Source: an optimization exercise on an open RTL-to-GDS flow (aim: small area and a short achievable clock period). Production flows keep margins and buffers that such runs may drop. The RTL was checked by simulation tests, not by an equivalence proof against the original design. Power is estimated from default activity; no workload was simulated.

File: constraint.sdc
create_clock -name core_clock -period 4.5 [get_ports {clk}]
set_input_delay 0.9000 -clock core_clock [delete_from_list [all_inputs] [get_ports {clk}]]
set_output_delay 0.9000 -clock core_clock [all_outputs]
set_load 0.01 [all_outputs]
File: config.mk
export PLATFORM = sky130hd
export DESIGN_NAME = spi_ram
export DESIGN_NICKNAME = spi_ram
export VERILOG_FILES = /design/flow/design.v
export SDC_FILE = /design/flow/constraint.sdc
export NUM_CORES = 4
export LEC_CHECK = 0
export CAP_MARGIN = 20
export CORE_MARGIN = 2
export CORE_UTILIZATION = 40
export SETUP_SLACK_MARGIN = 2.2
export SLEW_MARGIN = 20
export TNS_END_PERCENT = 0
File: design.v
module spi_ram #(
  parameter int MEM_DEPTH = 256,
  parameter int ADDR_SIZE = 8,
  parameter int TX_CYCLES = 8
) (
  input  logic       clk,
  input  logic       rst_n,
  input  logic [9:0] din,
  input  logic       rx_valid,
  output logic [7:0] dout,
  output logic       tx_valid,
  output logic       err
);
  localparam int DATA_W = 8;
  localparam int CNT_W  = (TX_CYCLES > 1) ? $clog2(TX_CYCLES) : 1;
  localparam logic [CNT_W-1:0] CNT_LOAD = CNT_W'(TX_CYCLES - 1);
  localparam int NPAIR  = MEM_DEPTH / 2;
  localparam int LO_W   = 5;                        
  localparam int GRP    = 1 << LO_W;                
  localparam int NGRP   = MEM_DEPTH / GRP;          
  logic [DATA_W-1:0]    slot_a [NPAIR];
  logic [DATA_W-1:0]    slot_b [NPAIR];
  logic [1:0]           ring_cnt;
  logic                 ph;
  logic                 wp, wp_dup;                 
  logic [ADDR_SIZE-1:0] wp_addr;
  logic [DATA_W-1:0]    wp_data;
  logic                 wp_land, wp_land_dup;       
  logic [DATA_W-1:0]    wp_ins;                     
  logic [NPAIR-1:0]     land_sel, land_seln;
  logic [DATA_W-1:0]    rd_stage [NGRP];
  logic                 rd_byp, rd_pol;
  logic                 rx_valid_d;
  logic [ADDR_SIZE-1:0] wr_addr, rd_addr;
  logic                 wr_addr_vld, rd_addr_vld;
  logic [CNT_W-1:0]     cnt;
  logic                 accept, wr_ok, rd_ok, rd_bad, wr_bad;
  logic [1:0]           cmd;
  assign accept = rx_valid & ~rx_valid_d;
  assign cmd    = din[9:8];
  assign wr_ok  = accept && (cmd == 2'b01) && wr_addr_vld;
  assign wr_bad = accept && (cmd == 2'b01) && !wr_addr_vld;
  assign rd_ok  = accept && (cmd == 2'b11) && rd_addr_vld && !tx_valid;
  assign rd_bad = accept && (cmd == 2'b11) && (!rd_addr_vld || tx_valid);
  always_ff @(posedge clk or negedge rst_n) begin
    if (!rst_n) begin
      rx_valid_d   <= 1'b0;
      tx_valid     <= 1'b0;
      err          <= 1'b0;
      dout         <= '0;
      wr_addr_vld  <= 1'b0;
      rd_addr_vld  <= 1'b0;
    end else begin
      rx_valid_d   <= rx_valid;
      err          <= wr_bad | rd_bad;
      if (rd_ok)
        tx_valid <= 1'b1;
      else if (cnt == '0)
        tx_valid <= 1'b0;
      if (accept && cmd == 2'b00)
        wr_addr_vld <= 1'b1;
      if (accept && cmd == 2'b10)
        rd_addr_vld <= 1'b1;
      if (rd_ok)
        dout <= rd_byp ? wp_data : (rd_stage[rd_addr[ADDR_SIZE-1:LO_W]] ^ {DATA_W{rd_pol}});
    end
  end
  always_ff @(posedge clk) begin
    if (accept && cmd == 2'b00)
      wr_addr <= din[ADDR_SIZE-1:0];
    if (accept && cmd == 2'b10)
      rd_addr <= din[ADDR_SIZE-1:0];
    if (rd_ok)
      cnt <= CNT_LOAD;
    else if (cnt != '0)
      cnt <= cnt - CNT_W'(1);
  end
  assign ph          = ring_cnt[0];
  assign wp_land     = wp && (wp_addr[0] != ph);
  assign wp_land_dup = wp_dup && (wp_addr[0] != ph);
  assign wp_ins      = ~wp_data ^ {DATA_W{ring_cnt[1] ^ ring_cnt[0] ^ wp_addr[0]}};
  always_comb
    for (int p = 0; p < NPAIR; p++) begin
      land_sel[p]  =   wp_land     && wp_addr[ADDR_SIZE-1:1] == (ADDR_SIZE-1)'(p);
      land_seln[p] = !(wp_land_dup && wp_addr[ADDR_SIZE-1:1] == (ADDR_SIZE-1)'(p));
    end
  always_ff @(posedge clk) begin
    ring_cnt <= ring_cnt + 2'd1;
    wp       <= wr_ok | (wp & ~wp_land);
    wp_dup   <= wr_ok | (wp_dup & ~wp_land_dup);
    if (wr_ok) begin
      wp_addr <= wr_addr;
      wp_data <= din[DATA_W-1:0];
    end
    for (int p = 0; p < NPAIR; p++) begin
      slot_b[p] <= slot_a[p];
      for (int b = 0; b < DATA_W; b++)
        slot_a[p][b] <= ~((slot_b[p][b] | land_sel[p]) & (land_seln[p] | wp_ins[b]));
    end
  end
  logic [ADDR_SIZE-1:0] rd_pos;
  assign rd_pos = {rd_addr[ADDR_SIZE-1:1], rd_addr[0] ^ ph};
  logic [GRP-1:0] lo_sel;
  always_comb
    for (int j = 0; j < GRP; j++)
      lo_sel[j] = (rd_pos[LO_W-1:0] == LO_W'(j));
  always_ff @(posedge clk) begin
    rd_byp <= wp && (wp_addr == rd_addr);
    rd_pol <= ring_cnt[1] ^ (rd_addr[0] & ring_cnt[0]);
    for (int g = 0; g < NGRP; g++)
      for (int b = 0; b < DATA_W; b++) begin
        logic acc;
        acc = 1'b1;
        for (int j = 0; j < GRP; j++)
          acc &= (j[0] ? slot_b[g*GRP/2 + j/2][b] : slot_a[g*GRP/2 + j/2][b]) | ~lo_sel[j];
        rd_stage[g][b] <= acc;
      end
  end
endmodule
File: run.sh
#!/bin/bash
# synth_recipe.tcl (not shown) runs the flow's synth.tcl, then flattens the netlist and writes it again
# the make line also repeats each setting of config.mk as NAME=value (left out here)
make -C /OpenROAD-flow-scripts/flow DESIGN_CONFIG=/design/flow/config.mk WORK_HOME=/design/flow/orfs CLKGATE_MAP_FILE= SYNTH_SCRIPT=/design/flow/synth_recipe.tcl finish
==> metrics.cfg, run 1 <==
[logic_synthesis]
synth-edff-count=32
synth-compound-area-share_pct=20.6
yosysWarnings=4
syn_area_um2=63700
synthMuxAreaShare_pct=0.481
synth_xor_area_share_pct=0.357
syn_inst=5620
synthArstFlopShare_pct=0.600
ys_seq_area_share_pct=68.7
synth_top_family_by_area=compound AO/OA/AOI/OAI gates
synthAdderAreaFrac_pct=0.0589
syn-num-nets=5636
synth-seq-cells=2166
synth_area_per_cell_um2=11.3
synth_ff_type=dfxtp_1
yosys.area_share.simple_pct=7.29
ys_types=62

[die]
rows=146
die_h_um=403
ioPinCount=23
core_um2=158000
initial_utilization_pct=40.2
die_area_um2=163000
die_w_um=403

[power]
p_int_mw=29.2
p_comb_share_pct=2.0
p_clk_share_pct=45.9
max-vdd-ir-drop_uv=320
p_leak_nw=30.0
power.share.sequential_pct=52.0
p_per_area_nw_per_um2=476
switchingPower_mw=8.37
sw_frac_of_total_pct=22.2

[critical_path]
r2r-start=rd_addr[6]
cp-end-kind=register
crit_start=rd_addr[6]
path_max_fanout=6
crit_arrival_ns=3.63
crit_path_start_kind=register
critPathKind=register to register
crit_required_ns=5.24

[detailed_routing]
avgRoutedWirePerCell_um=38.3
ant_nets=0
vias=58700
route.detailed.drc=0
wl_mm=315
first_pass_iters=14
drt_iter0_markers=10900
viasPerCell=7.13

[sta]
min_period_ns=2.89
slew_headroom_pct=21.4
fmax_mhz=346
finalSetupViolCount=0
setup_ws_ns=1.61
final.setup.tns_ns=0
finalHoldViolations=0
finalCritPeriodShare_pct=64.2
fin_skew_ns=0.0495
worstMarginPinSlew_ns=1.18
rsz0062_at_grt=true
slew_violations=0

[global_route]
grt_use_total_pct=35.7
grt_pass1_vias=54700
antenna_found_initial=20
grt-busiest-layer=met2
gr-usage-met2_pct=49.9
met3_usage_pct=14.9
grt_overflow_total=0
grt_pass1_wl_mm=415
grt_max_degree=81
met1_usage_pct=43.8

[place]
io_buffers=22
hpwl_mm=170
place_ws_ns=1.10
gp_congestion=0.973

[clock_tree]
cts-htree-levels=4
cts_root_buffer=clkbuf_16
cts_sinks=2166
clk_pin_slew_ns=0.06
clockBufferDepth=3
cts_tree=yes
numCtsBuffers=201
cts_hold_buf=0
clock_latency_ns=0.90

[layout]
layout_commonest_cell=dfxtp_1
final_layout_size_suffix_gt1_share_pct=17.5
layout.nets=5998
n_fill_cell=13600
final_cell_mix=dfxtp_1, o22ai_1, buf_4
syn_to_final_growth_pct=24.1

[status]
status=finished clean

[worst_hold_path]
hp-class=register to register
worstHoldStart=slot_a[73][3]

[job]
maxCapViolations=0

-- synth_stat cells, types with 17 or more instances --
cell type  instances  area (µm²)
nor4_1           173        1080
nand2_1          242         908
nand3_1           54         270
nor2_1           308        1160
buf_1             25        93.8
buf_2            153         766
clkbuf_1         168         631
o22ai_1         2003       12500
and3_1            17         106
dfxtp_1         2121       42500
nor2_2            33         206
edfxtp_1          32         961
nand4_1           18         113
nor3_1            27         135
-- sequential cells by signal, summed over array words and instances (netlist names), 2 cells and up --
name / count
cnt: 3
dout: 8
rd_addr: 8
rd_stage: 64
ring_cnt: 2
slot_a: 1024
slot_b: 1024
wp_addr: 8
wp_data: 8
wr_addr: 8
-- metrics by stage --
| step | hold WS, ns | util [%] | total power, mW | cells | instance area [µm²] |
|---|---|---|---|---|---|
| finish | 0.305 | 49.9 | 37.6 | 8231 | 79100 |
| global route | 0.320 | 49.9 | 38.3 | 8211 | 79000 |
| CTS | 0.343 | 48.5 | 37.4 | 8089 | 76800 |
| detailed placement | 0.335 | 42.6 | 20.6 | 7585 | 67500 |
| global placement | 0.333 | 42.6 | 20.6 | 7585 | 67500 |
| floorplan | 0.326 | - | 20.3 | 5620 | 63700 |
-- area by class of cell --
type / count / area [µm²] / share of cell area (%)
Sequential cell: 2166 / 43700 / 55.3
Tap cell: 2072 / 2590 / 3.28
Clock buffer: 311 / 5970 / 7.56
Timing Repair Buffer: 498 / 5760 / 7.29
Multi-Input combinational cell: 3105 / 20300 / 25.6
Antenna cell: 21 / 52.6 / 0.0665
Clock inverter: 48 / 646 / 0.817
Inverter: 10 / 37.5 / 0.0475
-- worst paths after layout --
| kind | slack (ns) | endpoint | cells after the start |
|---|---|---|---|
| worst max register to register | 1.61 | dout[1] | 7 |
| worst min register to register | 0.31 | slot_b[73][3] | 0 |
| worst max-delay path | 1.61 | dout[1] | 7 |
| min in group asynchronous | 0.41 | dout[4] | 1 |
| worst min-delay path | 0.31 | slot_b[73][3] | 0 |
| max in group asynchronous | 3.68 | dout[2] | 1 |
-- kinds of logic (layout without fill, tap and decap cells) --
group	count (synthesis)	after routing
other cells	0	21
fa+ha+maj	3	3
flops	2166	2166
buf+inv	365	867
mux	27	27
xor+xnor	23	25
compound gates	2083	2083
simple gates	953	967
-- power by group through the flow --
stage               Clock, mW  Sequential [mW]  Combinational [mW]
floorplan                   0             19.9               0.345
detailed placement          0             20.0               0.647
finish                   17.3             19.6               0.768
global placement            0             20.0               0.637
CTS                      17.1             19.6               0.686
global route             17.9             19.6               0.785
-- timing repair --
item | CTS | global route
buffers inserted | 125 | 97
gates cloned | 20 | 23
pin swaps | 28 | 37
resized for setup | 259 | 159
setup endpoints to repair | 1106 | 1106
-- worst max-delay path, stage by stage, from the launching register on --
cell and delay, ns:
edfxtp_1 0.86, nor2b_1 0.37, a22oi_2 0.45, clkbuf_4 0.32
nor2_1 0.06, nor3_1 0.33, mux2i_1 0.23, o211ai_1 0.11
-- layer usage --
metal	vias to the layer above	share of wire, %
met5	-	0.051
met4	10	9.7
met3	1856	16
met2	6096	39
met1	28200	35
li1	22500	-
==> run 2, diff against run 1 <==
--- a/config.mk
+++ b/config.mk
@@ -9,4 +9,6 @@
 export CORE_MARGIN = 2
 export CORE_UTILIZATION = 40
+export CTS_CLUSTER_DIAMETER = 80
+export CTS_CLUSTER_SIZE = 30
 export SETUP_SLACK_MARGIN = 2.2
 export SLEW_MARGIN = 20
==> run 2 against run 1 <==
First-iteration DRC count is 2.5% lower. Area after synthesis stayed put. Critical path type unchanged. Clock skew is 0.021 ns higher. Via count is 2.5% lower.
==> metrics.cfg, run 2 <==
[status]
status=finished clean  ; unchanged

[die]
die_w_um=403  ; unchanged
ioPinCount=23  ; unchanged
die_h_um=403  ; unchanged
die_area_um2=163000  ; unchanged
initial_utilization_pct=40.2  ; unchanged
rows=146  ; unchanged
core_um2=158000  ; unchanged

[global_route]
grt_pass1_wl_mm=419  ; was 415 mm
grt_pass1_vias=54000  ; was 54700
grt-busiest-layer=met2  ; unchanged
met1_usage_pct=44.2  ; was 43.8%
antenna_found_initial=14  ; was 20
grt_overflow_total=0  ; unchanged
grt_use_total_pct=36.2  ; was 35.7%
grt_max_degree=81  ; unchanged
met3_usage_pct=15.4  ; was 14.9%
gr-usage-met2_pct=50.4  ; was 49.9%

[logic_synthesis]
syn-num-nets=5636  ; unchanged
synth-seq-cells=2166  ; unchanged
synthArstFlopShare_pct=0.600  ; unchanged
synth_top_area_share_pct=66.6  ; unchanged
yosysWarnings=4  ; unchanged
ys_seq_area_share_pct=68.7  ; unchanged
netlist_top_cells_count=dfxtp_1, o22ai_1, nor2_1  ; unchanged
syn_inst=5620  ; unchanged
synth_area_per_cell_um2=11.3  ; unchanged
ys_types=62  ; unchanged
yosysMostFrequentCell=dfxtp_1  ; unchanged
ys_top_cells_by_area=dfxtp_1, o22ai_1, nor2_1, nor4_1, edfxtp_1  ; unchanged
synth-edff-count=32  ; unchanged
synth_ff_type=dfxtp_1  ; unchanged
syn_area_um2=63700  ; unchanged
yosysTopAreaCell=dfxtp_1  ; unchanged

[clock_tree]
clockBufferDepth=3  ; unchanged
numCtsBuffers=88  ; was 201
cts_root_buffer=clkbuf_16  ; unchanged
cts_sinks=2166  ; unchanged
cts_hold_buf=0  ; unchanged
cts-htree-levels=3  ; was 4
cts_tree=yes  ; unchanged
clock_latency_ns=0.80  ; was 0.90 ns
clk_pin_slew_ns=0.12  ; was 0.06 ns

[critical_path]
crit_arrival_ns=3.38  ; was 3.63 ns
critPathKind=register to register  ; unchanged
cp_cell_sequence=nand2b_1 > nor2_2 > buf_4 > nand2_2 > o22ai_1  ; was nor2b_1 > a22oi_2 > clkbuf_4 > nor2_1 > nor3_1 > mux2i_1 > o211ai_1
cp-end-kind=register  ; unchanged
cpPeakStageDelay_ns=0.63  ; was 0.86 ns
critPathSlowestCell=nor2_2  ; was edfxtp_1
path_max_fanout=11  ; was 6
crit_path_start_kind=register  ; unchanged
crit_required_ns=5.15  ; was 5.24 ns

[sta]
worstMarginPinSlew_ns=0.869  ; was 1.18 ns
min_period_ns=2.73  ; was 2.89 ns
finalCritPeriodShare_pct=60.7  ; was 64.2%
rsz0062_at_grt=true  ; unchanged
fmax_mhz=366  ; was 346 MHz
setup_ws_ns=1.77  ; was 1.61 ns
finalHoldViolations=0  ; unchanged
slew_headroom_pct=41.9  ; was 21.4%
finalSetupViolCount=0  ; unchanged
final.setup.tns_ns=0  ; unchanged
slew_violations=0  ; unchanged
fin_skew_ns=0.0706  ; was 0.0495 ns

[place]
hpwl_mm=170  ; unchanged
place_ws_ns=1.10  ; unchanged
place_inst=7585  ; unchanged
io_buffers=22  ; unchanged
gp_congestion=0.973  ; unchanged

[detailed_routing]
viasPerCell=7.16  ; was 7.13
wl_mm=307  ; was 315 mm
first_pass_iters=9  ; was 14
drt_iter0_markers=10600  ; was 10900
ant_nets=0  ; unchanged
vias=57200  ; was 58700
route.detailed.drc=0  ; unchanged
avgRoutedWirePerCell_um=38.5  ; was 38.3 µm

[job]
maxCapViolations=0  ; unchanged

[layout]
final_cell_mix=dfxtp_1, o22ai_1, buf_4  ; unchanged
layout_commonest_cell=dfxtp_1  ; unchanged
reg.largest.list=slot_a x1024, slot_b x1024, rd_stage x64  ; unchanged
syn_to_final_growth_pct=17.2  ; was 24.1%
fin_cells=7989  ; was 8231
layout.nets=5882  ; was 5998
utilization_pct=47.1  ; was 49.9%
final_layout_size_suffix_gt1_share_pct=14.8  ; was 17.5%

[power]
finalPower_mw=30.5  ; was 37.6 mW
p_per_area_nw_per_um2=408  ; was 476 nW/µm²
p_leak_nw=27.9  ; was 30.0 nW
max-vdd-ir-drop_uv=258  ; was 320 µV

[worst_hold_path]
hp-class=register to register  ; unchanged

run 2: cell counts after synthesis:
Identical to the previous run, type by type.
run 2: area by class of cell:
cell class | instances | area [µm²]
clock inverter | 26 | 324
multi-input combinational | 3104 | 20100
fill | 14100 | 83700
antenna | 15 | 37.5
timing repair buffer | 496 | 5510
sequential | 2166 | 43800
clock buffer | 100 | 2300
inverter | 10 | 37.5
tap | 2072 | 2590
run 2: critical path, delay by kind of cell (launching register included):
kind	cells	cell delay, ns
and+or+nand+nor	3	1.37
AOI/OAI and AO/OA	1	0.27
DFF	1	0.60
buffers and inverters	1	0.36
run 2: per-layer routing:
metal  vias up  routed length, µm  part of all wire, %
met3      1680              48900                   16
li1      22200                  -                    -
met2      5747             122000                   40
met4        16              28800                  9.4
met1     27600             107000                   35
met5         -                316                 0.10
run 2: repair_timing:
item | CTS | global route
hold endpoints to repair | 0 | 0
setup endpoints to repair | 1106 | 1103
buffers inserted | 199 | 31
gates cloned | 31 | 1
pin swaps | 50 | 9
gates resized for setup | 336 | 48
run 2: per-stage QoR:
stage          hold slack (ns)  cell area (µm²)
2_1_floorplan            0.326            63700
3_3_place_gp             0.333            67500
3_5_place_dp             0.335            67500
4_1_cts                  0.316            74100
5_1_grt                  0.311            74600
6_report                 0.315            74700
run 2: worst paths after layout:
check	startpoint	end	slack, ns	cells after the start
worst max-delay path	wp_addr[2]	slot_a[109][4]	1.77	5
worst min-delay path	slot_a[32][3]	slot_b[32][3]	0.32	0
worst max register to register	wp_addr[2]	slot_a[109][4]	1.77	5
worst min register to register	slot_a[32][3]	slot_b[32][3]	0.32	0
max in group asynchronous	rst_n	dout[2]	3.58	1
min in group asynchronous	rst_n	dout[4]	0.50	1
run 2: kinds of logic (layout without fill, tap and decap cells):
group	Yosys count	after routing	synth area share, %
AO/OA/AOI/OAI	2083	2083	20.6
AND/OR/NAND/NOR	953	966	7.29
adder cells (fa/ha/maj)	3	3	0.0589
flip-flops	2166	2166	68.7
XOR/XNOR	23	25	0.357
multiplexers	27	27	0.481
other	0	15	0
buffers and inverters	365	632	2.52
run 2: where the power goes:
| group | switching (mW) | internal [mW] | total (mW) |
|---|---|---|---|
| Clock | 6.33 | 3.81 | 10.1 |
| Sequential | 0.168 | 19.4 | 19.6 |
| Combinational | 0.500 | 0.271 | 0.771 |
| Total | 6.99 | 23.5 | 30.5 |
==> run 3, diff against run 2 <==
--- a/config.mk
+++ b/config.mk
@@ -9,6 +9,6 @@
 export CORE_MARGIN = 2
 export CORE_UTILIZATION = 40
-export CTS_CLUSTER_DIAMETER = 80
-export CTS_CLUSTER_SIZE = 30
+export CTS_CLUSTER_DIAMETER = 60
+export CTS_CLUSTER_SIZE = 24
 export SETUP_SLACK_MARGIN = 2.2
 export SLEW_MARGIN = 20
==> run 3 against run 2 <==
Clock power is 24% higher. Critical path type unchanged. Design area is 1.7% higher. Via count is 0.24% higher. Sequential power hardly changed. Register-to-register slack hardly changed. Sequential cell count stayed put. Combinational power is 2% lower. Area after synthesis stayed put. Synthesized cell count stayed put. Still clean on timing, DRC and antenna. Clock skew is 0.019 ns lower. Worst setup slack worse by 0.011 ns. Non-clock buffer count is 24 lower. Highest routed layer unchanged.
==> metrics.cfg, run 3 <==
[critical_path]
crit_path_start_kind=register  ; unchanged
crit_required_ns=5.21  ; was 5.15 ns
critPathKind=register to register  ; unchanged
cpPeakStageDelay_ns=0.67  ; was 0.63 ns
crit_family=simple AND/OR/NAND/NOR gates  ; unchanged
critPathSlowestCell=edfxtp_1  ; was nor2_2
worstPathBufferInverterCount=1  ; unchanged
cp_cell_sequence=nand2_1 > nor2_2 > buf_4 > nand2_1 > o22ai_1  ; was nand2b_1 > nor2_2 > buf_4 > nand2_2 > o22ai_1
crit_arrival_ns=3.45  ; was 3.38 ns
cp_common_cell=nand2_1
path_max_fanout=12  ; was 11
cp-end-kind=register  ; unchanged

[detailed_routing]
vias=57300  ; was 57200
ant_nets=0  ; unchanged
first_pass_iters=8  ; was 9
wl_mm=306  ; was 307 mm
viasPerCell=7.13  ; was 7.16
drt_iter0_markers=11100  ; was 10600
avgRoutedWirePerCell_um=38.0  ; was 38.5 µm
route.detailed.drc=0  ; unchanged

[clock_tree]
cts_sinks=2166  ; unchanged
numCtsBuffers=118  ; was 88
clockBufferDepth=3  ; unchanged
cts_tree=yes  ; unchanged
cts_hold_buf=0  ; unchanged
cts_root_buffer=clkbuf_16  ; unchanged
cts-htree-levels=3  ; unchanged
clock_latency_ns=0.81  ; was 0.80 ns
clk_pin_slew_ns=0.10  ; was 0.12 ns

[logic_synthesis]
synth_area_per_cell_um2=11.3  ; unchanged
synth_ff_type=dfxtp_1  ; unchanged
ys_top_cells_by_area=dfxtp_1, o22ai_1, nor2_1, nor4_1, edfxtp_1  ; unchanged
ys_seq_area_share_pct=68.7  ; unchanged
yosysWarnings=4  ; unchanged
yosysTopAreaCell=dfxtp_1  ; unchanged
yosysMostFrequentCell=dfxtp_1  ; unchanged
synthArstFlopShare_pct=0.600  ; unchanged
synth_top_area_share_pct=66.6  ; unchanged
netlist_top_cells_count=dfxtp_1, o22ai_1, nor2_1  ; unchanged
ys_types=62  ; unchanged
syn_inst=5620  ; unchanged
syn-num-nets=5636  ; unchanged
synth-seq-cells=2166  ; unchanged
synth-edff-count=32  ; unchanged
syn_area_um2=63700  ; unchanged

[sta]
setup_ws_ns=1.76  ; was 1.77 ns
min_period_ns=2.74  ; was 2.73 ns
final.setup.tns_ns=0  ; unchanged
finalHoldViolations=0  ; unchanged
finalCritPeriodShare_pct=61.0  ; was 60.7%
finalSetupViolCount=0  ; unchanged
fin_skew_ns=0.0512  ; was 0.0706 ns
fmax_mhz=365  ; was 366 MHz
whs_ns=0.344  ; was 0.315 ns
slew_headroom_pct=44.4  ; was 41.9%
worstMarginPinSlew_ns=0.832  ; was 0.869 ns
rsz0062_at_grt=true  ; unchanged
slew_violations=0  ; unchanged

[layout]
n_fill_cell=14000  ; was 14100
syn_to_final_growth_pct=19.1  ; was 17.2%
final_cell_mix=dfxtp_1, o22ai_1, buf_4  ; unchanged
layout.nets=5888  ; was 5882
final_layout_size_suffix_gt1_share_pct=15.7  ; was 14.8%
stdcell_area_um2=75900  ; was 74700 µm²
layout_commonest_cell=dfxtp_1  ; unchanged
reg.largest.list=slot_a x1024, slot_b x1024, rd_stage x64  ; unchanged

[place]
place_area_um2=67500  ; unchanged
gp_congestion=0.973  ; unchanged
place_ws_ns=1.10  ; unchanged
hpwl_mm=170  ; unchanged
io_buffers=22  ; unchanged

[die]
core_um2=158000  ; unchanged
initial_utilization_pct=40.2  ; unchanged
die_h_um=403  ; unchanged
ioPinCount=23  ; unchanged
rows=146  ; unchanged
die_area_um2=163000  ; unchanged
die_w_um=403  ; unchanged

[status]
status=finished clean  ; unchanged

[power]
finalPower_mw=32.8  ; was 30.5 mW
power.share.sequential_pct=59.5  ; was 64.2%
sw_frac_of_total_pct=23.0  ; about the same
switchingPower_mw=7.57  ; was 6.99 mW
p_clk_share_pct=38.2  ; was 33.3%
p_comb_share_pct=2.3  ; was 2.5%
p_per_area_nw_per_um2=433  ; was 408 nW/µm²
p_leak_nw=28.4  ; was 27.9 nW
p_int_mw=25.3  ; was 23.5 mW
max-vdd-ir-drop_uv=320  ; was 258 µV

[worst_hold_path]
hp-class=register to register  ; unchanged

[global_route]
grt_pass1_wl_mm=412  ; was 419 mm
grt_use_total_pct=35.4  ; was 36.2%
grt_overflow_total=0  ; unchanged
antenna_found_initial=12  ; was 14
grt_pass1_vias=53600  ; was 54000
grt_max_degree=81  ; unchanged

[job]
maxCapViolations=0  ; unchanged

==> run 3: cell counts after synthesis <==
Identical to the previous run, type by type.
==> run 3: per-layer routing <==
| metal | wire length (µm) | share of wire (%) | GRT usage [%] | up-vias |
|---|---|---|---|---|
| li1 | - | - | - | 22200 |
| met1 | 108000 | 35 | 43.9 | 27800 |
| met2 | 123000 | 40 | 49.8 | 5611 |
| met3 | 47300 | 15 | 14.2 | 1665 |
| met4 | 27200 | 8.9 | 25.4 | 27 |
| met5 | 420 | 0.14 | 0.684 | - |
==> run 3: final cells by class <==
class	count	area (µm²)	share of cell area [%]
tap	2072	2590	3.42
timing repair buffer	472	5320	7.01
clock buffer	139	3170	4.18
inverter	10	37.5	0.0495
clock inverter	63	777	1.02
multi-input combinational	3104	20200	26.6
antenna	13	32.5	0.0429
sequential	2166	43700	57.6
==> run 3: final timing paths <==
kind / start / endpoint / slack [ns] / cells past startpoint
min in group asynchronous: rst_n / rx_valid_d / 0.50 / 1
max in group asynchronous: rst_n / dout[2] / 3.58 / 1
max: wp_addr[2] / slot_a[127][7] / 1.76 / 5
min: slot_a[50][5] / slot_b[50][5] / 0.34 / 0
max reg2reg: wp_addr[2] / slot_a[127][7] / 1.76 / 5
min reg2reg: slot_a[50][5] / slot_b[50][5] / 0.34 / 0
==> run 3: power groups by stage <==
stage	sequential (mW)	combinational, mW	clock [mW]
2_1_floorplan	19.9	0.345	0
3_3_place_gp	20.0	0.637	0
3_5_place_dp	20.0	0.647	0
4_1_cts	19.5	0.686	12.4
5_1_grt	19.6	0.776	13.1
6_report	19.6	0.754	12.5
==> run 3: cell families after synthesis <==
group	Yosys count	synth area share (%)
AOI/OAI and AO/OA	2083	20.6
xor gates and xnor gates	23	0.357
adders and majority gates	3	0.0589
buffers and inverters	365	2.52
DFF	2166	68.7
muxes	27	0.481
and+or+nand+nor	953	7.29
==> run 3: stage by stage <==
stage	std cells	utilization, %
3_3_place_gp	7585	42.6
2_1_floorplan	5620	-
5_1_grt	8029	47.9
3_5_place_dp	7585	42.6
6_report	8039	47.9
4_1_cts	7929	46.8
==> run 3: repair_timing <==
item	4_1_cts	5_1_grt
endpoints found under the setup margin	1106	1106
setup buffers	118	89
gates cloned	24	7
pin swaps	31	33
gates resized for setup	272	142
==> run 4, diff against run 3 <==
--- a/design.v
+++ b/design.v
@@ -19,13 +19,18 @@
   localparam int GRP    = 1 << LO_W;                
   localparam int NGRP   = MEM_DEPTH / GRP;          
+  localparam int PLO_W  = 3;                        
+  localparam int NPLO   = 1 << PLO_W;
+  localparam int NPHI   = NPAIR / NPLO;
   logic [DATA_W-1:0]    slot_a [NPAIR];
   logic [DATA_W-1:0]    slot_b [NPAIR];
-  logic [1:0]           ring_cnt;
+  logic [1:0]           ring_cnt, ring_cnt_n;
   logic                 ph;
-  logic                 wp, wp_dup;                 
-  logic [ADDR_SIZE-1:0] wp_addr;
-  logic [DATA_W-1:0]    wp_data;
+  logic                 wp, wp_dup, wp_n, wp_dup_n;  
+  logic [ADDR_SIZE-1:0] wp_addr, wp_addr_n;
+  logic [DATA_W-1:0]    wp_data, wp_data_n;
   logic                 wp_land, wp_land_dup;       
   logic [DATA_W-1:0]    wp_ins;                     
+  logic [NPLO-1:0]      land_lo, land_lo_n;         
+  logic [NPHI-1:0]      land_hi, land_hi_n;         
   logic [NPAIR-1:0]     land_sel, land_seln;
   logic [DATA_W-1:0]    rd_stage [NGRP];
@@ -79,18 +84,31 @@
   assign wp_land     = wp && (wp_addr[0] != ph);
   assign wp_land_dup = wp_dup && (wp_addr[0] != ph);
-  assign wp_ins      = ~wp_data ^ {DATA_W{ring_cnt[1] ^ ring_cnt[0] ^ wp_addr[0]}};
+  assign ring_cnt_n  = ring_cnt + 2'd1;
+  assign wp_n        = wr_ok | (wp & ~wp_land);
+  assign wp_dup_n    = wr_ok | (wp_dup & ~wp_land_dup);
+  assign wp_addr_n   = wr_ok ? wr_addr : wp_addr;
+  assign wp_data_n   = wr_ok ? din[DATA_W-1:0] : wp_data;
   always_comb
     for (int p = 0; p < NPAIR; p++) begin
-      land_sel[p]  =   wp_land     && wp_addr[ADDR_SIZE-1:1] == (ADDR_SIZE-1)'(p);
-      land_seln[p] = !(wp_land_dup && wp_addr[ADDR_SIZE-1:1] == (ADDR_SIZE-1)'(p));
+      land_sel[p]  =   land_lo[p % NPLO]     && land_hi[p / NPLO];
+      land_seln[p] =   land_lo_n[p % NPLO]   || land_hi_n[p / NPLO];
     end
   always_ff @(posedge clk) begin
-    ring_cnt <= ring_cnt + 2'd1;
-    wp       <= wr_ok | (wp & ~wp_land);
-    wp_dup   <= wr_ok | (wp_dup & ~wp_land_dup);
-    if (wr_ok) begin
-      wp_addr <= wr_addr;
-      wp_data <= din[DATA_W-1:0];
+    ring_cnt <= ring_cnt_n;
+    wp       <= wp_n;
+    wp_dup   <= wp_dup_n;
+    wp_addr  <= wp_addr_n;
+    wp_data  <= wp_data_n;
+    for (int j = 0; j < NPLO; j++) begin
+      land_lo[j]     <= wp_n     && (wp_addr_n[0] != ring_cnt_n[0]) &&
+                        wp_addr_n[PLO_W:1] == PLO_W'(j);
+      land_lo_n[j]   <= !(wp_dup_n && (wp_addr_n[0] != ring_cnt_n[0]) &&
+                          wp_addr_n[PLO_W:1] == PLO_W'(j));
     end
+    for (int i = 0; i < NPHI; i++) begin
+      land_hi[i]   <= wp_addr_n[ADDR_SIZE-1:PLO_W+1] == (ADDR_SIZE-PLO_W-1)'(i);
+      land_hi_n[i] <= wp_addr_n[ADDR_SIZE-1:PLO_W+1] != (ADDR_SIZE-PLO_W-1)'(i);
+    end
+    wp_ins <= ~wp_data_n ^ {DATA_W{ring_cnt_n[1] ^ ring_cnt_n[0] ^ wp_addr_n[0]}};
     for (int p = 0; p < NPAIR; p++) begin
       slot_b[p] <= slot_a[p];
==> run 4 against run 3 <==
Sequential share of layout area shrank 0.72 points. Via count rose by 7.3%. Fmax is 1.9% higher. Synthesized cell count rose by 11%. Wire length rose by 9.1%. Design area up 3.6%. Combinational power rose to 3.3 times the previous value. Clock power grew 14%. Area after synthesis rose by 6.5%. Largest cell class unchanged. Highest routed layer unchanged.
==> metrics.cfg, run 4 <==
[status]
status=finished clean  ; unchanged

[layout]
fin_cells=8455  ; was 8039
final_layout_size_suffix_gt1_share_pct=14.3  ; was 15.7%
layout_commonest_cell=dfxtp_1  ; unchanged
syn_to_final_growth_pct=15.8  ; was 19.1%
layout.nets=6117  ; was 5888
reg.largest.list=slot_a x1024, slot_b x1024, rd_stage x64  ; unchanged
final_cell_mix=dfxtp_1, o22ai_1, nor3_1  ; was dfxtp_1, o22ai_1, buf_4

[critical_path]
critPathSlowestCell=edfxtp_1  ; unchanged
cp_cell_sequence=buf_4 > buf_12 > buf_4 > nand2b_4 > buf_12 > or2_4 > buf_12 > o22ai_1 > nor4_2 > and4_1  ; was nand2_1 > nor2_2 > buf_4 > nand2_1 > o22ai_1
cp_common_cell=buf_12  ; was nand2_1
crit_required_ns=5.26  ; was 5.21 ns
crit_cells=10  ; was 5
crit_path_start_kind=register  ; unchanged
worstPathBufferInverterCount=5  ; was 1
critPathKind=register to register  ; unchanged
r2r_cells=10  ; was 5
crit_arrival_ns=3.45  ; about the same
crit_family=simple AND/OR/NAND/NOR gates  ; unchanged
cp-end-kind=register  ; unchanged
cpPeakStageDelay_ns=0.40  ; was 0.67 ns
path_max_fanout=13  ; was 12

[sta]
fmax_mhz=371  ; was 365 MHz
finalSetupViolCount=0  ; unchanged
rsz0062_at_grt=true  ; unchanged
worstMarginPinSlew_ns=1.17  ; was 0.832 ns
finalCritPeriodShare_pct=59.8  ; was 61.0%
finalHoldViolations=0  ; unchanged
min_period_ns=2.69  ; was 2.74 ns
final.setup.tns_ns=0  ; unchanged
slew_headroom_pct=21.9  ; was 44.4%
slew_violations=0  ; unchanged
setup_ws_ns=1.81  ; was 1.76 ns
fin_skew_ns=0.0363  ; was 0.0512 ns

[detailed_routing]
ant_nets=0  ; unchanged
viasPerCell=7.28  ; was 7.13
first_pass_iters=12  ; was 8
vias=61500  ; was 57300
route.detailed.drc=0  ; unchanged
avgRoutedWirePerCell_um=39.5  ; was 38.0 µm
wl_mm=334  ; was 306 mm
drt_iter0_markers=12500  ; was 11100

[logic_synthesis]
synth-edff-count=16  ; was 32
yosysMostFrequentCell=dfxtp_1  ; unchanged
synthArstFlopShare_pct=0.585  ; was 0.600%
synth_top_area_share_pct=64.7  ; was 66.6%
ys_top_cells_by_area=dfxtp_1, o22ai_1, nor3_1, clkbuf_1, nor4_1  ; was dfxtp_1, o22ai_1, nor2_1, nor4_1, edfxtp_1
syn_inst=6217  ; was 5620
synth_area_per_cell_um2=10.9  ; was 11.3 µm²
syn-num-nets=6233  ; was 5636
syn_area_um2=67900  ; was 63700 µm²
ys_types=59  ; was 62
yosysTopAreaCell=dfxtp_1  ; unchanged
ys_seq_area_share_pct=65.9  ; was 68.7%
synth-seq-cells=2222  ; was 2166
yosysWarnings=4  ; unchanged
netlist_top_cells_count=dfxtp_1, o22ai_1, nor3_1  ; was dfxtp_1, o22ai_1, nor2_1
synth_ff_type=dfxtp_1  ; unchanged

[die]
rows=151  ; was 146
initial_utilization_pct=40.2  ; about the same
die_w_um=416  ; was 403 µm
core_um2=169000  ; was 158000 µm²
die_area_um2=173000  ; was 163000 µm²
die_h_um=416  ; was 403 µm
ioPinCount=23  ; unchanged

[power]
p_per_area_nw_per_um2=500  ; was 433 nW/µm²
p_leak_nw=29.3  ; was 28.4 nW
finalPower_mw=39.3  ; was 32.8 mW
max-vdd-ir-drop_uv=632  ; was 320 µV

[global_route]
grt_pass1_wl_mm=439  ; was 412 mm
grt_max_degree=81  ; unchanged
grt_use_total_pct=35.7  ; was 35.4%
grt_overflow_total=0  ; unchanged
antenna_found_initial=28  ; was 12
grt_pass1_vias=56400  ; was 53600

[place]
place_inst=7927  ; was 7585
io_buffers=22  ; unchanged
gp_congestion=0.964  ; was 0.973
place_ws_ns=0.831  ; was 1.10 ns
hpwl_mm=176  ; was 170 mm

[worst_hold_path]
hp-class=register to register  ; unchanged
hold_depth=0  ; unchanged

[clock_tree]
cts-htree-levels=4  ; was 3
cts_tree=yes  ; unchanged
clk_pin_slew_ns=0.09  ; was 0.10 ns
clock_latency_ns=0.84  ; was 0.81 ns
numCtsBuffers=137  ; was 118
cts_sinks=2222  ; was 2166
cts_root_buffer=clkbuf_16  ; unchanged
clockBufferDepth=3  ; unchanged

[job]
maxCapViolations=0  ; unchanged

==> run 4: metal layers <==
layer | vias to the layer above | GRT usage (%) | wire, µm | share of wire, %
li1 | 23300 | - | - | -
met1 | 29500 | 45.0 | 117000 | 35
met2 | 6637 | 48.4 | 128000 | 38
met3 | 1967 | 16.0 | 57000 | 17
met4 | 29 | 24.6 | 30500 | 9.1
met5 | - | 0 | 512 | 0.15
==> run 4: where the power goes <==
| part | internal (mW) | total (mW) | switching, mW | leakage, nW |
|---|---|---|---|---|
| Sequential | 20.8 | 22.5 | 1.62 | 19.2 |
| Combinational | 0.647 | 2.50 | 1.85 | 7.82 |
| Clock | 6.93 | 14.3 | 7.39 | 2.32 |
| Total | 28.4 | 39.3 | 10.9 | 29.3 |
==> run 4: cell families (layout without fill, tap and decap cells) <==
logic type,after synthesis,in the layout,share of synthesized area [%]
DFF,2222,2222,65.9
AOI/OAI and AO/OA,1893,1893,17.5
and+or+nand+nor,1360,1384,11.6
buffers and inverters,695,655,4.33
xor gates and xnor gates,22,22,0.284
muxes,22,22,0.381
adders and majority gates,3,3,0.0553
other,0,36,0
==> run 4: metrics by stage <==
step	instance area (µm²)	util, %	hold slack (ns)
after floorplan	67900	-	0.326
after global placement	69700	41.3	0.332
after detailed placement	69800	41.3	0.335
after CTS	77100	45.6	0.330
after global routing	78500	46.5	0.344
final	78600	46.5	0.340
==> run 4: area by class of cell <==
| type | instances | area (µm²) |
|---|---|---|
| Sequential cell | 2222 | 44700 |
| Timing Repair Buffer | 403 | 5070 |
| Inverter | 13 | 48.8 |
| Fill cell | 15300 | 90300 |
| Multi-Input combinational cell | 3324 | 21100 |
| Clock buffer | 162 | 3810 |
| Antenna cell | 36 | 90.1 |
| Tap cell | 2218 | 2780 |
| Clock inverter | 77 | 968 |
==> run 4: what timing repair did <==
action                                  4_1_cts  5_1_grt
gates cloned                                 29       20
hold buffers                                  0        0
endpoints found under the setup margin      105      115
resized for setup                           125       92
pin swaps                                    27       20
buffers inserted                            167       37
==> run 4: path summary, 6_finish.rpt <==
kind / slack, ns / from / end
max: 1.81 / rd_addr[1] / rd_stage[3][7]
min: 0.34 / slot_a[23][6] / slot_b[23][6]
max reg2reg: 1.81 / rd_addr[1] / rd_stage[3][7]
min reg2reg: 0.34 / slot_a[23][6] / slot_b[23][6]
max in group asynchronous: 3.64 / rst_n / wr_addr_vld
min in group asynchronous: 0.45 / rst_n / dout[6]
==> run 5, diff against run 4 <==
--- a/design.v
+++ b/design.v
@@ -35,5 +35,7 @@
   logic [NPAIR-1:0]     land_sel, land_seln;
   logic [DATA_W-1:0]    rd_stage [NGRP];
+  logic [NGRP-1:0]      grp_sel;                    
   logic                 rd_byp, rd_pol;
+  logic [DATA_W-1:0]    rd_word;
   logic                 rx_valid_d;
   logic [ADDR_SIZE-1:0] wr_addr, rd_addr;
@@ -42,4 +44,10 @@
   logic                 accept, wr_ok, rd_ok, rd_bad, wr_bad;
   logic [1:0]           cmd;
+  always_comb begin
+    rd_word = '0;
+    for (int g = 0; g < NGRP; g++)
+      rd_word |= rd_stage[g] & {DATA_W{grp_sel[g]}};
+    rd_word = (rd_word ^ {DATA_W{rd_pol}}) | (wp_data & {DATA_W{rd_byp}});
+  end
   assign accept = rx_valid & ~rx_valid_d;
   assign cmd    = din[9:8];
@@ -68,5 +76,5 @@
         rd_addr_vld <= 1'b1;
       if (rd_ok)
-        dout <= rd_byp ? wp_data : (rd_stage[rd_addr[ADDR_SIZE-1:LO_W]] ^ {DATA_W{rd_pol}});
+        dout <= rd_word;
     end
   end
@@ -117,13 +125,25 @@
     end
   end
-  logic [ADDR_SIZE-1:0] rd_pos;
-  assign rd_pos = {rd_addr[ADDR_SIZE-1:1], rd_addr[0] ^ ph};
-  logic [GRP-1:0] lo_sel;
+  logic [ADDR_SIZE-1:0] rd_addr_n;
+  logic [GRP/8-1:0]     pos_hi_n;
+  logic [7:0]           pos_lo_n;
+  logic [GRP-1:0]       lo_seln;
+  assign rd_addr_n = (accept && cmd == 2'b10) ? din[ADDR_SIZE-1:0] : rd_addr;
+  always_ff @(posedge clk) begin
+    for (int j = 0; j < 8; j++)
+      pos_lo_n[j] <= {rd_addr_n[2:1], rd_addr_n[0] ^ ring_cnt_n[0]} != 3'(j);
+    for (int j = 0; j < GRP/8; j++)
+      pos_hi_n[j] <= rd_addr_n[LO_W-1:3] != (LO_W-3)'(j);
+  end
   always_comb
     for (int j = 0; j < GRP; j++)
-      lo_sel[j] = (rd_pos[LO_W-1:0] == LO_W'(j));
+      lo_seln[j] = pos_hi_n[j / 8] | pos_lo_n[j % 8];
   always_ff @(posedge clk) begin
-    rd_byp <= wp && (wp_addr == rd_addr);
-    rd_pol <= ring_cnt[1] ^ (rd_addr[0] & ring_cnt[0]);
+    logic byp;
+    byp = wp && (wp_addr == rd_addr);
+    rd_byp <= byp;
+    rd_pol <= !byp && (ring_cnt[1] ^ (rd_addr[0] & ring_cnt[0]));
+    for (int g = 0; g < NGRP; g++)
+      grp_sel[g] <= !byp && rd_addr[ADDR_SIZE-1:LO_W] == (ADDR_SIZE-LO_W)'(g);
     for (int g = 0; g < NGRP; g++)
       for (int b = 0; b < DATA_W; b++) begin
@@ -131,5 +151,5 @@
         acc = 1'b1;
         for (int j = 0; j < GRP; j++)
-          acc &= (j[0] ? slot_b[g*GRP/2 + j/2][b] : slot_a[g*GRP/2 + j/2][b]) | ~lo_sel[j];
+          acc &= (j[0] ? slot_b[g*GRP/2 + j/2][b] : slot_a[g*GRP/2 + j/2][b]) | lo_seln[j];
         rd_stage[g][b] <= acc;
       end
==> run 5 against run 4 <==
Still clean. Die area rose by 1.8%. Sequential cell count is 20 higher. Utilization is 2.9 points lower. Area after synthesis grew 1.8%. Design area is 4.6% lower. Fmax is 1.4% higher. Combinational power grew to 3.9 times the previous value. Critical path type unchanged. Critical endpoint is now rd_stage[5][2]. Largest cell class unchanged. Largest power group unchanged.
==> metrics.cfg, run 5 <==
[logic_synthesis]
yosysWarnings=4  ; unchanged
ys_types=66  ; was 59
yosysMostFrequentCell=dfxtp_1  ; unchanged
synth_area_per_cell_um2=10.8  ; was 10.9 µm²
synth-seq-cells=2242  ; was 2222
synthArstFlopShare_pct=0.580  ; was 0.585%
synth_ff_type=dfxtp_1  ; unchanged
syn-num-nets=6418  ; was 6233
syn_area_um2=69100  ; was 67900 µm²
ys_seq_area_share_pct=65.2  ; was 65.9%
ys_top_cells_by_area=dfxtp_1, o22ai_1, clkbuf_1, o21ai_0, buf_2  ; was dfxtp_1, o22ai_1, nor3_1, clkbuf_1, nor4_1
synth_top_area_share_pct=64.2  ; was 64.7%
netlist_top_cells_count=dfxtp_1, o22ai_1, clkbuf_1  ; was dfxtp_1, o22ai_1, nor3_1
yosysTopAreaCell=dfxtp_1  ; unchanged
synth-edff-count=11  ; was 16
syn_inst=6403  ; was 6217

[critical_path]
crit_arrival_ns=3.36  ; was 3.45 ns
r2r_cells=6  ; was 10
crit_required_ns=5.20  ; was 5.26 ns
r2r-start=pos_lo_n[4]  ; was rd_addr[1]
critPathSlowestCell=dfxtp_4  ; was edfxtp_1
crit_path_start_kind=register  ; unchanged
path_max_fanout=28  ; was 13
crit_family=compound AO/OA/AOI/OAI gates  ; was simple AND/OR/NAND/NOR gates
critPathKind=register to register  ; unchanged
rrSetupSlack_ns=1.84  ; was 1.81 ns
cp_cell_sequence=buf_6 > buf_4 > o22ai_1 > o21ai_0 > nand4_1 > a211oi_1  ; was buf_4 > buf_12 > buf_4 > nand2b_4 > buf_12 > or2_4 > buf_12 > o22ai_1 > nor4_2 > and4_1
cp-end-kind=register  ; unchanged
reg2reg_to=rd_stage[5][2]  ; was rd_stage[3][7]
cpPeakStageDelay_ns=0.58  ; was 0.40 ns
worstPathBufferInverterCount=2  ; was 5

[sta]
rsz0062_at_grt=true  ; unchanged
finalHoldViolations=0  ; unchanged
slew_headroom_pct=24.7  ; was 21.9%
min_period_ns=2.66  ; was 2.69 ns
worstMarginPinSlew_ns=1.13  ; was 1.17 ns
finalSetupViolCount=0  ; unchanged
finalCritPeriodShare_pct=59.0  ; was 59.8%
whs_ns=0.331  ; was 0.340 ns
fin_skew_ns=0.0320  ; was 0.0363 ns
slew_violations=0  ; unchanged
final.setup.tns_ns=0  ; unchanged
fmax_mhz=377  ; was 371 MHz

[global_route]
grt_overflow_total=0  ; unchanged
antenna_found_initial=14  ; was 28
grt_use_total_pct=29.0  ; was 35.7%
grt_max_degree=112  ; was 81
grt_pass1_vias=53700  ; was 56400
grt_pass1_wl_mm=379  ; was 439 mm

[die]
die_w_um=420  ; was 416 µm
die_h_um=420  ; was 416 µm
ioPinCount=23  ; unchanged
die_area_um2=176000  ; was 173000 µm²
core_um2=172000  ; was 169000 µm²
rows=152  ; was 151
initial_utilization_pct=40.3  ; was 40.2%

[place]
place_area_um2=70500  ; was 69800 µm²
gp_congestion=0.946  ; was 0.964
io_buffers=22  ; unchanged
hpwl_mm=158  ; was 176 mm

[detailed_routing]
vias=55200  ; was 61500
wl_mm=265  ; was 334 mm
met1Wirelength_mm=106  ; was 117 mm
wl_met3_mm=30.9  ; was 57.0 mm
avgRoutedWirePerCell_um=31.6  ; was 39.5 µm
viasPerCell=6.59  ; was 7.28
highest_layer=met5  ; unchanged
drt_iter0_markers=7953  ; was 12500
route.detailed.drc=0  ; unchanged
first_pass_iters=8  ; was 12
wl_met2_mm=113  ; was 128 mm
ant_nets=0  ; unchanged

[layout]
syn_to_final_growth_pct=8.50  ; was 15.8%
layout.nets=5990  ; was 6117
n_fill_cell=16000  ; was 15300
stdcell_area_um2=75000  ; was 78600 µm²
utilization_pct=43.7  ; was 46.5%
final_cell_mix=dfxtp_1, o22ai_1, o21ai_0  ; was dfxtp_1, o22ai_1, nor3_1
reg.largest.list=slot_a x1024, slot_b x1024, rd_stage x64  ; unchanged
final_layout_size_suffix_gt1_share_pct=8.69  ; was 14.3%
layout_commonest_cell=dfxtp_1  ; unchanged

[clock_tree]
cts_tree=yes  ; unchanged
clk_pin_slew_ns=0.09  ; about the same
numCtsBuffers=130  ; was 137
clockBufferDepth=3  ; unchanged
cts-htree-levels=4  ; unchanged
cts_hold_buf=0  ; unchanged
cts_sinks=2242  ; was 2222
clock_latency_ns=0.83  ; was 0.84 ns
cts_root_buffer=clkbuf_16  ; unchanged

[power]
max-vdd-ir-drop_uv=956  ; was 632 µV
p_comb_share_pct=18.0  ; was 6.4%
finalPower_mw=53.8  ; was 39.3 mW
p_int_mw=35.2  ; was 28.4 mW
p_clk_share_pct=24.6  ; was 36.5%
power.share.sequential_pct=57.4  ; was 57.2%
switchingPower_mw=18.6  ; was 10.9 mW
p_per_area_nw_per_um2=718  ; was 500 nW/µm²
p_leak_nw=27.3  ; was 29.3 nW
sw_frac_of_total_pct=34.6  ; was 27.7%

[worst_hold_path]
hold_depth=0  ; unchanged
min_to=slot_b[102][1]  ; was slot_b[23][6]
hp-class=register to register  ; unchanged
worstHoldStart=slot_a[102][1]  ; was slot_a[23][6]

[job]
maxCapViolations=0  ; unchanged

[status]
status=finished clean  ; unchanged

[run 5: changes by cell type after synthesis, moves of 27 or more]
cell / before / now
o22ai_1: 1819 / 1937
nand2_1: 58 / 138
nor4_1: 144 / 30
nand3_1: 19 / 46
nand4_1: 1 / 34
buf_2: 139 / 183
and4_1: 64 / 3
nor3_1: 589 / 139
a22oi_1: 0 / 107
or4_1: 114 / 3
nor2_1: 36 / 192
o21ai_0: 22 / 220
clkbuf_1: 457 / 425
[run 5: layout make-up]
class	count	area [µm²]	share of cell area (%)
Multi-Input combinational cell	3429	21000	28.1
Antenna cell	8	20.0	0.0267
Clock buffer	155	3570	4.76
Timing Repair Buffer	147	1530	2.04
Tap cell	2310	2890	3.85
Inverter	25	109	0.145
Sequential cell	2242	45100	60.2
Clock inverter	66	716	0.954
[run 5: power by group through the flow]
stage	Clock (mW)	Sequential [mW]	Combinational (mW)
finish	13.2	30.9	9.70
global route	14.0	31.3	10.1
CTS	13.3	30.6	9.31
detailed placement	0	31.0	9.13
global placement	0	30.9	9.01
floorplan	0	28.3	6.43
[run 5: cell families (layout without fill, tap and decap cells)]
| kind of cell | Yosys count | count (layout) | synth area share, % |
|---|---|---|---|
| DFF | 2242 | 2242 | 65.2 |
| xor gates and xnor gates | 46 | 46 | 0.583 |
| other | 0 | 8 | 0 |
| and+or+nand+nor | 899 | 899 | 6.68 |
| AOI/OAI and AO/OA | 2459 | 2459 | 22.6 |
| adders and majority gates | 2 | 2 | 0.0362 |
| muxes | 23 | 23 | 0.353 |
| buffers and inverters | 732 | 393 | 4.54 |
[run 5: metal layers]
layer / vias to the layer above / global-route usage (%)
met4: 4 / 14.6
met5: - / 0
met2: 3866 / 42.9
met1: 27300 / 39.0
met3: 769 / 7.68
li1: 23200 / -
[run 5: stage by stage]
step,setup WS (ns),std cells
after floorplan,2.36,6403
after global placement,1.37,8145
after detailed placement,1.29,8145
after CTS,2.02,8373
after global routing,1.94,8376
final,1.84,8382
[run 5: what timing repair did]
item                                    CTS  global route
buffers inserted                          7             1
cloned                                    0             0
endpoints found under the hold margin     0             0
endpoints found under the setup margin   78           117
resized for setup                        28             6
[run 5: how the worst max path moves through the flow]
stage / start / end / slack, ns / cells past startpoint
final: pos_lo_n[4] / rd_stage[5][2] / 1.84 / 6
after floorplan: din[8] / pos_hi_n[0] / 2.36 / 4
after global routing: pos_hi_n[1] / rd_stage[5][5] / 1.94 / 5
after detailed placement: din[9] / land_lo_n[3] / 1.29 / 5
after CTS: pos_hi_n[2] / rd_stage[5][5] / 2.02 / 5
after global placement: din[8] / land_hi[0] / 1.37 / 5
==> run 6, diff against run 5 <==
--- a/config.mk
+++ b/config.mk
@@ -8,5 +8,5 @@
 export CAP_MARGIN = 20
 export CORE_MARGIN = 2
-export CORE_UTILIZATION = 40
+export CORE_UTILIZATION = 50
 export CTS_CLUSTER_DIAMETER = 60
 export CTS_CLUSTER_SIZE = 24
==> run 6 against run 5 <==
Still clean on timing, DRC and antenna. Utilization rose by 11 points. Worst setup slack improved by 0.049 ns. Via count is 1.2% higher.
==> metrics.cfg, run 6 <==
[power]
sw_frac_of_total_pct=34.8  ; was 34.6%
p_leak_nw=27.7  ; was 27.3 nW
max-vdd-ir-drop_uv=440  ; was 956 µV
p_per_area_nw_per_um2=732  ; was 718 nW/µm²
p_int_mw=35.9  ; was 35.2 mW
p_clk_share_pct=25.5  ; was 24.6%
finalPower_mw=55.1  ; was 53.8 mW
p_comb_share_pct=18.6  ; was 18.0%
switchingPower_mw=19.2  ; was 18.6 mW
power.share.sequential_pct=55.9  ; was 57.4%

[sta]
fmax_mhz=384  ; was 377 MHz
min_period_ns=2.61  ; was 2.66 ns
final.setup.tns_ns=0  ; unchanged
setup_ws_ns=1.89  ; was 1.84 ns
slew_headroom_pct=28.9  ; was 24.7%
slew_violations=0  ; unchanged
finalCritPeriodShare_pct=57.9  ; was 59.0%
finalHoldViolations=0  ; unchanged
fin_skew_ns=0.0390  ; was 0.0320 ns
worstMarginPinSlew_ns=1.06  ; was 1.13 ns
rsz0062_at_grt=true  ; unchanged
finalSetupViolCount=0  ; unchanged

[critical_path]
crit_start=pos_lo_n[5]  ; was pos_lo_n[4]
cp-end-kind=register  ; unchanged
crit_path_start_kind=register  ; unchanged
path_max_fanout=85  ; was 28
r2r-start=pos_lo_n[5]  ; was pos_lo_n[4]
rrSetupSlack_ns=1.89  ; was 1.84 ns
crit_arrival_ns=3.23  ; was 3.36 ns
crit_required_ns=5.13  ; was 5.20 ns
critPathKind=register to register  ; unchanged

[detailed_routing]
viasPerCell=7.05  ; was 6.59
vias=55900  ; was 55200
ant_nets=0  ; unchanged
first_pass_iters=6  ; was 8
route.detailed.drc=0  ; unchanged
avgRoutedWirePerCell_um=34.1  ; was 31.6 µm
drt_iter0_markers=8108  ; was 7953
wl_mm=270  ; was 265 mm

[die]
ioPinCount=23  ; unchanged
die_w_um=376  ; was 420 µm
die_area_um2=141000  ; was 176000 µm²
initial_utilization_pct=50.3  ; was 40.3%
die_h_um=376  ; was 420 µm
core_um2=137000  ; was 172000 µm²
rows=136  ; was 152

[status]
status=finished clean  ; unchanged

[layout]
final_layout_size_suffix_gt1_share_pct=9.74  ; was 8.69%
multi_input_area_um2=21000  ; about the same
layout.nets=6033  ; was 5990
reg.largest.list=slot_a x1024, slot_b x1024, rd_stage x64  ; unchanged
final_cell_mix=dfxtp_1, o22ai_1, o21ai_0  ; unchanged
seq_area_um2=45100  ; about the same
layout_commonest_cell=dfxtp_1  ; unchanged
n_fill_cell=11900  ; was 16000
syn_to_final_growth_pct=8.77  ; was 8.50%

[clock_tree]
clock_latency_ns=0.81  ; was 0.83 ns
clockBufferDepth=3  ; unchanged
numCtsBuffers=137  ; was 130
cts_hold_buf=0  ; unchanged
cts_root_buffer=clkbuf_16  ; unchanged
cts_sinks=2242  ; unchanged
cts_tree=yes  ; unchanged
cts-htree-levels=4  ; unchanged
clk_pin_slew_ns=0.09  ; about the same

[logic_synthesis]
yosysWarnings=4  ; unchanged
synth-edff-count=11  ; unchanged
ys_top_cells_by_area=dfxtp_1, o22ai_1, clkbuf_1, o21ai_0, buf_2  ; unchanged
synth_ff_type=dfxtp_1  ; unchanged
yosysTopAreaCell=dfxtp_1  ; unchanged
netlist_top_cells_count=dfxtp_1, o22ai_1, clkbuf_1  ; unchanged
ys_seq_area_share_pct=65.2  ; unchanged
synth-seq-cells=2242  ; unchanged
yosysMostFrequentCell=dfxtp_1  ; unchanged
synth_top_area_share_pct=64.2  ; unchanged
syn_area_um2=69100  ; unchanged
ys_types=66  ; unchanged
synthArstFlopShare_pct=0.580  ; unchanged
synth_area_per_cell_um2=10.8  ; unchanged
syn_inst=6403  ; unchanged
syn-num-nets=6418  ; unchanged

[worst_hold_path]
worstHoldStart=slot_a[85][0]  ; was slot_a[102][1]
hp-class=register to register  ; unchanged

[global_route]
grt_pass1_vias=52900  ; was 53700
grt_use_total_pct=36.7  ; was 29.0%
grt_pass1_wl_mm=381  ; was 379 mm
grt_overflow_total=0  ; unchanged
antenna_found_initial=22  ; was 14
grt_max_degree=129  ; was 112

[place]
hpwl_mm=162  ; was 158 mm
gp_congestion=0.976  ; was 0.946
place_ws_ns=1.29  ; about the same
io_buffers=22  ; unchanged

[job]
maxCapViolations=0  ; unchanged

run 6: cell types whose count changed in the layout (fill, tap and decap cells not counted), sizes merged:
cell      before  now
clkinvlp      10   13
clkinv        33   35
clkbuf       155  166
buf          125  159
inv           44   59
diode          8   11
bufinv         4    6
run 6: cell type report:
type                    count  share of cell area (%)
clock buffers             164                    5.07
repair buffers            183                    2.52
inverters                  25                   0.151
well taps                1794                    2.98
flip-flops and latches   2242                    60.0
diodes                     11                  0.0366
clock inverters            88                    1.26
multi-input cells        3429                    28.0
run 6: path summary, 6_finish.rpt:
check | to | cells past startpoint
max in group asynchronous | tx_valid | 1
worst max register to register | rd_stage[7][7] | 4
min in group asynchronous | dout[5] | 1
worst max-delay path | rd_stage[7][7] | 4
worst min register to register | slot_b[85][0] | 0
worst min-delay path | slot_b[85][0] | 0
run 6: what timing repair did:
item,in CTS,in global routing
pin swaps,0,0
resized for setup,28,15
endpoints found under the setup margin,81,123
setup buffers,15,15
cloned,0,2
run 6: kinds of logic (layout without fill, tap and decap cells):
family	after synthesis	after routing	synth area share, %
AO/OA/AOI/OAI	2459	2459	22.6
flip-flops	2242	2242	65.2
AND/OR/NAND/NOR	899	899	6.68
buffers and inverters	732	460	4.54
XOR/XNOR	46	46	0.583
multiplexers	23	23	0.353
adder cells (fa/ha/maj)	2	2	0.0362
other	0	11	0
run 6: per-layer routing:
layer	track usage, %	routed length, µm
met1	49.9	108000
met2	53.8	115000
met3	9.00	31000
met4	19.6	16200
met5	0	147
run 6: power groups by stage:
stage               combinational, mW  sequential (mW)  clock [mW]
global route                     10.6             31.1        14.8
CTS                              9.54             30.5        14.1
global placement                 9.21             30.9           0
detailed placement               9.33             31.0           0
floorplan                        6.43             28.3           0
finish                           10.2             30.8        14.0
run 6: stage by stage:
step	area [µm²]	util [%]	hold slack, ns	std cells
after floorplan	69100	-	0.323	6403
after global placement	69900	50.9	0.325	7640
after detailed placement	69900	50.9	0.331	7640
after CTS	74900	54.5	0.332	7907
after global routing	75200	54.7	0.342	7927
final	75200	54.8	0.337	7936
run 6: worst max-delay path: stages (launching register included):
cell     delay [ns]
dfxtp_4        0.59
buf_12         0.47
o32ai_1        0.22
a221o_1        0.29
nor4_1         0.74
==> run 7, diff against run 6 <==
--- a/config.mk
+++ b/config.mk
@@ -8,5 +8,5 @@
 export CAP_MARGIN = 20
 export CORE_MARGIN = 2
-export CORE_UTILIZATION = 50
+export CORE_UTILIZATION = 58
 export CTS_CLUSTER_DIAMETER = 60
 export CTS_CLUSTER_SIZE = 24
==> run 7 against run 6 <==
Still clean on timing, DRC and antenna. Count of clock-buffer cells in the layout rose by 8. Die area decreased by 14%. Largest cell class unchanged. Synthesized cell count unchanged. Highest routed layer unchanged. Fmax down 2.2%. Combinational power about the same. Worst setup slack worse by 0.059 ns. Sequential share of layout area rose by 0.51 points. Cell count fell by 3.7%. Critical path depth rose by 1. Design area is 0.84% lower. Non-clock buffer count fell by 28. Area after synthesis is the same.
==> metrics.cfg, run 7 <==
[status]
status=finished clean  ; unchanged

[detailed_routing]
avgRoutedWirePerCell_um=34.6  ; was 34.1 µm
viasPerCell=7.26  ; was 7.05
highest_layer=met5  ; unchanged
ant_nets=0  ; unchanged
first_pass_iters=7  ; was 6
wl_mm=265  ; was 270 mm
drt_iter0_markers=8369  ; was 8108
route.detailed.drc=0  ; unchanged
wl_met2_mm=110  ; was 115 mm
wl_met3_mm=33.5  ; was 31.0 mm
met1Wirelength_mm=106  ; was 108 mm
vias=55500  ; was 55900

[layout]
stdcell_area_um2=74600  ; was 75200 µm²
seq_area_um2=45100  ; unchanged
final_layout_size_suffix_gt1_share_pct=9.17  ; was 9.74%
n_fill_cell=9686  ; was 11900
layout_commonest_cell=dfxtp_1  ; unchanged
layout.nets=6011  ; was 6033
final_cell_mix=dfxtp_1, o22ai_1, o21ai_0  ; unchanged
reg.largest.list=slot_a x1024, slot_b x1024, rd_stage x64  ; unchanged
multi_input_area_um2=21000  ; about the same
syn_to_final_growth_pct=7.85  ; was 8.77%

[place]
io_buffers=22  ; unchanged
hpwl_mm=160  ; was 162 mm
gp_congestion=0.947  ; was 0.976
place_area_um2=69600  ; was 69900 µm²
place_ws_ns=1.09  ; was 1.29 ns

[logic_synthesis]
synth-seq-cells=2242  ; unchanged
ys_types=66  ; unchanged
ys_seq_area_share_pct=65.2  ; unchanged
syn_area_um2=69100  ; unchanged
synth_ff_type=dfxtp_1  ; unchanged
synth_top_area_share_pct=64.2  ; unchanged
ys_top_cells_by_area=dfxtp_1, o22ai_1, clkbuf_1, o21ai_0, buf_2  ; unchanged
synthArstFlopShare_pct=0.580  ; unchanged
yosysMostFrequentCell=dfxtp_1  ; unchanged
syn-num-nets=6418  ; unchanged
netlist_top_cells_count=dfxtp_1, o22ai_1, clkbuf_1  ; unchanged
synth-edff-count=11  ; unchanged
yosysTopAreaCell=dfxtp_1  ; unchanged
yosysWarnings=4  ; unchanged
synth_area_per_cell_um2=10.8  ; unchanged
syn_inst=6403  ; unchanged

[critical_path]
crit_arrival_ns=3.36  ; was 3.23 ns
reg2reg_to=rd_stage[1][2]  ; was rd_stage[7][7]
r2r_cells=5  ; was 4
rrSetupSlack_ns=1.83  ; was 1.89 ns
path_max_fanout=22  ; was 85
cp-end-kind=register  ; unchanged
crit_path_start_kind=register  ; unchanged
critPathKind=register to register  ; unchanged
crit_required_ns=5.20  ; was 5.13 ns
r2r-start=pos_lo_n[2]  ; was pos_lo_n[5]

[sta]
setup_ws_ns=1.83  ; was 1.89 ns
finalHoldViolations=0  ; unchanged
final.setup.tns_ns=0  ; unchanged
min_period_ns=2.67  ; was 2.61 ns
fmax_mhz=375  ; was 384 MHz
slew_headroom_pct=23.2  ; was 28.9%
slew_violations=0  ; unchanged
worstMarginPinSlew_ns=1.15  ; was 1.06 ns
fin_skew_ns=0.0328  ; was 0.0390 ns
rsz0062_at_grt=true  ; unchanged
finalCritPeriodShare_pct=59.2  ; was 57.9%
finalSetupViolCount=0  ; unchanged

[clock_tree]
cts_sinks=2242  ; unchanged
clockBufferDepth=3  ; unchanged
cts_root_buffer=clkbuf_16  ; unchanged
numCtsBuffers=142  ; was 137
cts_hold_buf=0  ; unchanged
clock_latency_ns=0.78  ; was 0.81 ns
clk_pin_slew_ns=0.10  ; was 0.09 ns
cts-htree-levels=4  ; unchanged
cts_tree=yes  ; unchanged

[worst_hold_path]
min_to=slot_b[81][2]  ; was slot_b[85][0]
hp-class=register to register  ; unchanged
worstHoldStart=slot_a[81][2]  ; was slot_a[85][0]
hold_depth=0  ; unchanged

[die]
die_area_um2=122000  ; was 141000 µm²
initial_utilization_pct=58.6  ; was 50.3%
ioPinCount=23  ; unchanged
rows=126  ; was 136
core_um2=118000  ; was 137000 µm²
die_h_um=349  ; was 376 µm
die_w_um=349  ; was 376 µm

[global_route]
grt_use_total_pct=42.3  ; was 36.7%
antenna_found_initial=14  ; was 22
grt_max_degree=94  ; was 129
grt_overflow_total=0  ; unchanged
grt_pass1_vias=52600  ; was 52900
grt_pass1_wl_mm=378  ; was 381 mm

[power]
p_per_area_nw_per_um2=736  ; was 732 nW/µm²
p_leak_nw=27.5  ; was 27.7 nW
max-vdd-ir-drop_uv=516  ; was 440 µV

[job]
maxCapViolations=0  ; unchanged

[run 7: cell counts after synthesis]
No cell type changed its count.
[run 7: final cells by class]
class	count	share of cell area (%)
Sequential cell	2242	60.5
Multi-Input combinational cell	3430	28.2
Clock buffer	172	5.24
Tap cell	1536	2.58
Timing Repair Buffer	155	2.12
Clock inverter	72	1.17
Inverter	25	0.136
Antenna cell	13	0.0436
[run 7: how the worst max path moves through the flow]
| stage | start | to | slack, ns | cells past startpoint |
|---|---|---|---|---|
| 2_1_floorplan | din[8] | pos_hi_n[0] | 2.36 | 4 |
| 3_3_place_gp | din[8] | land_lo_n[7] | 1.11 | 5 |
| 3_5_place_dp | din[8] | land_lo_n[5] | 1.09 | 5 |
| 4_1_cts | pos_hi_n[2] | rd_stage[6][0] | 2.01 | 6 |
| 5_1_grt | pos_lo_n[2] | rd_stage[1][2] | 1.87 | 5 |
| 6_report | pos_lo_n[2] | rd_stage[1][2] | 1.83 | 5 |
[run 7: routing by layer]
layer  global-route usage, %  up-vias
li1                        -    23300
met1                    58.0    27400
met2                    61.0     3952
met3                    11.8      791
met4                    21.4       14
met5                   0.280        -
[run 7: worst max-delay path, cell delays in order (launching register included)]
cell	delay, ns
dfxtp_4	0.76
buf_4	0.48
o22ai_1	0.15
o41ai_1	0.86
nand3_1	0.16
nor3_1	0.16
[run 7: logic make-up after synthesis]
| family | synth area share [%] |
|---|---|
| and+or+nand+nor | 6.68 |
| adders and majority gates | 0.0362 |
| DFF | 65.2 |
| muxes | 0.353 |
| buffers and inverters | 4.54 |
| xor gates and xnor gates | 0.583 |
| AOI/OAI and AO/OA | 22.6 |
[run 7: power by group]
part,internal (mW),leakage (nW),switching [mW]
clock,7.04,2.31,7.09
sequential,25.9,19.3,5.02
combinational,3.22,5.93,6.66
[run 7: through the flow]
step	std cells	total power, mW	utilization (%)	hold slack (ns)
2_1_floorplan	6403	34.8	-	0.323
3_3_place_gp	7381	40.1	59.0	0.328
3_5_place_dp	7381	40.3	59.0	0.334
4_1_cts	7632	54.1	63.1	0.333
5_1_grt	7636	56.4	63.1	0.341
6_report	7645	54.9	63.1	0.330
[run 7: timing repair]
item,4_1_cts,5_1_grt
endpoints found under the setup margin,119,145
buffers inserted,6,0
cloned,1,0
pin swaps,1,0
gates resized for setup,21,3

-- port drivers added, routing unchanged --
Ports are ideal in the flow. The routed layouts listed here were re-timed in OpenROAD. Step 1 assumes that a clkbuf_16 drives the clock port and a buf_2 every other input. Step 2, shift: input delay + t, output delay - t, t = (earliest + latest rising clock arrival at the registers) / 2. This alone moves slack from input paths to output paths. Three values: no drivers, after step 1, after step 2; two values: the first two.
run | shift t [ns] | setup slack, ns
run 1 | 0.960 | 1.611 / 1.611 / 1.328
run 2 | 0.850 | 1.768 / 1.768 / 1.319
run 3 | 0.868 | 1.757 / 1.757 / 1.337
run 4 | 0.903 | 1.807 / 1.807 / 1.116
run 5 | 0.899 | 1.845 / 1.845 / 1.290
run 6 | 0.875 | 1.894 / 1.894 / 1.285
run 7 | 0.858 | 1.835 / 1.835 / 1.294
After both steps setup and hold are still met in every run listed.
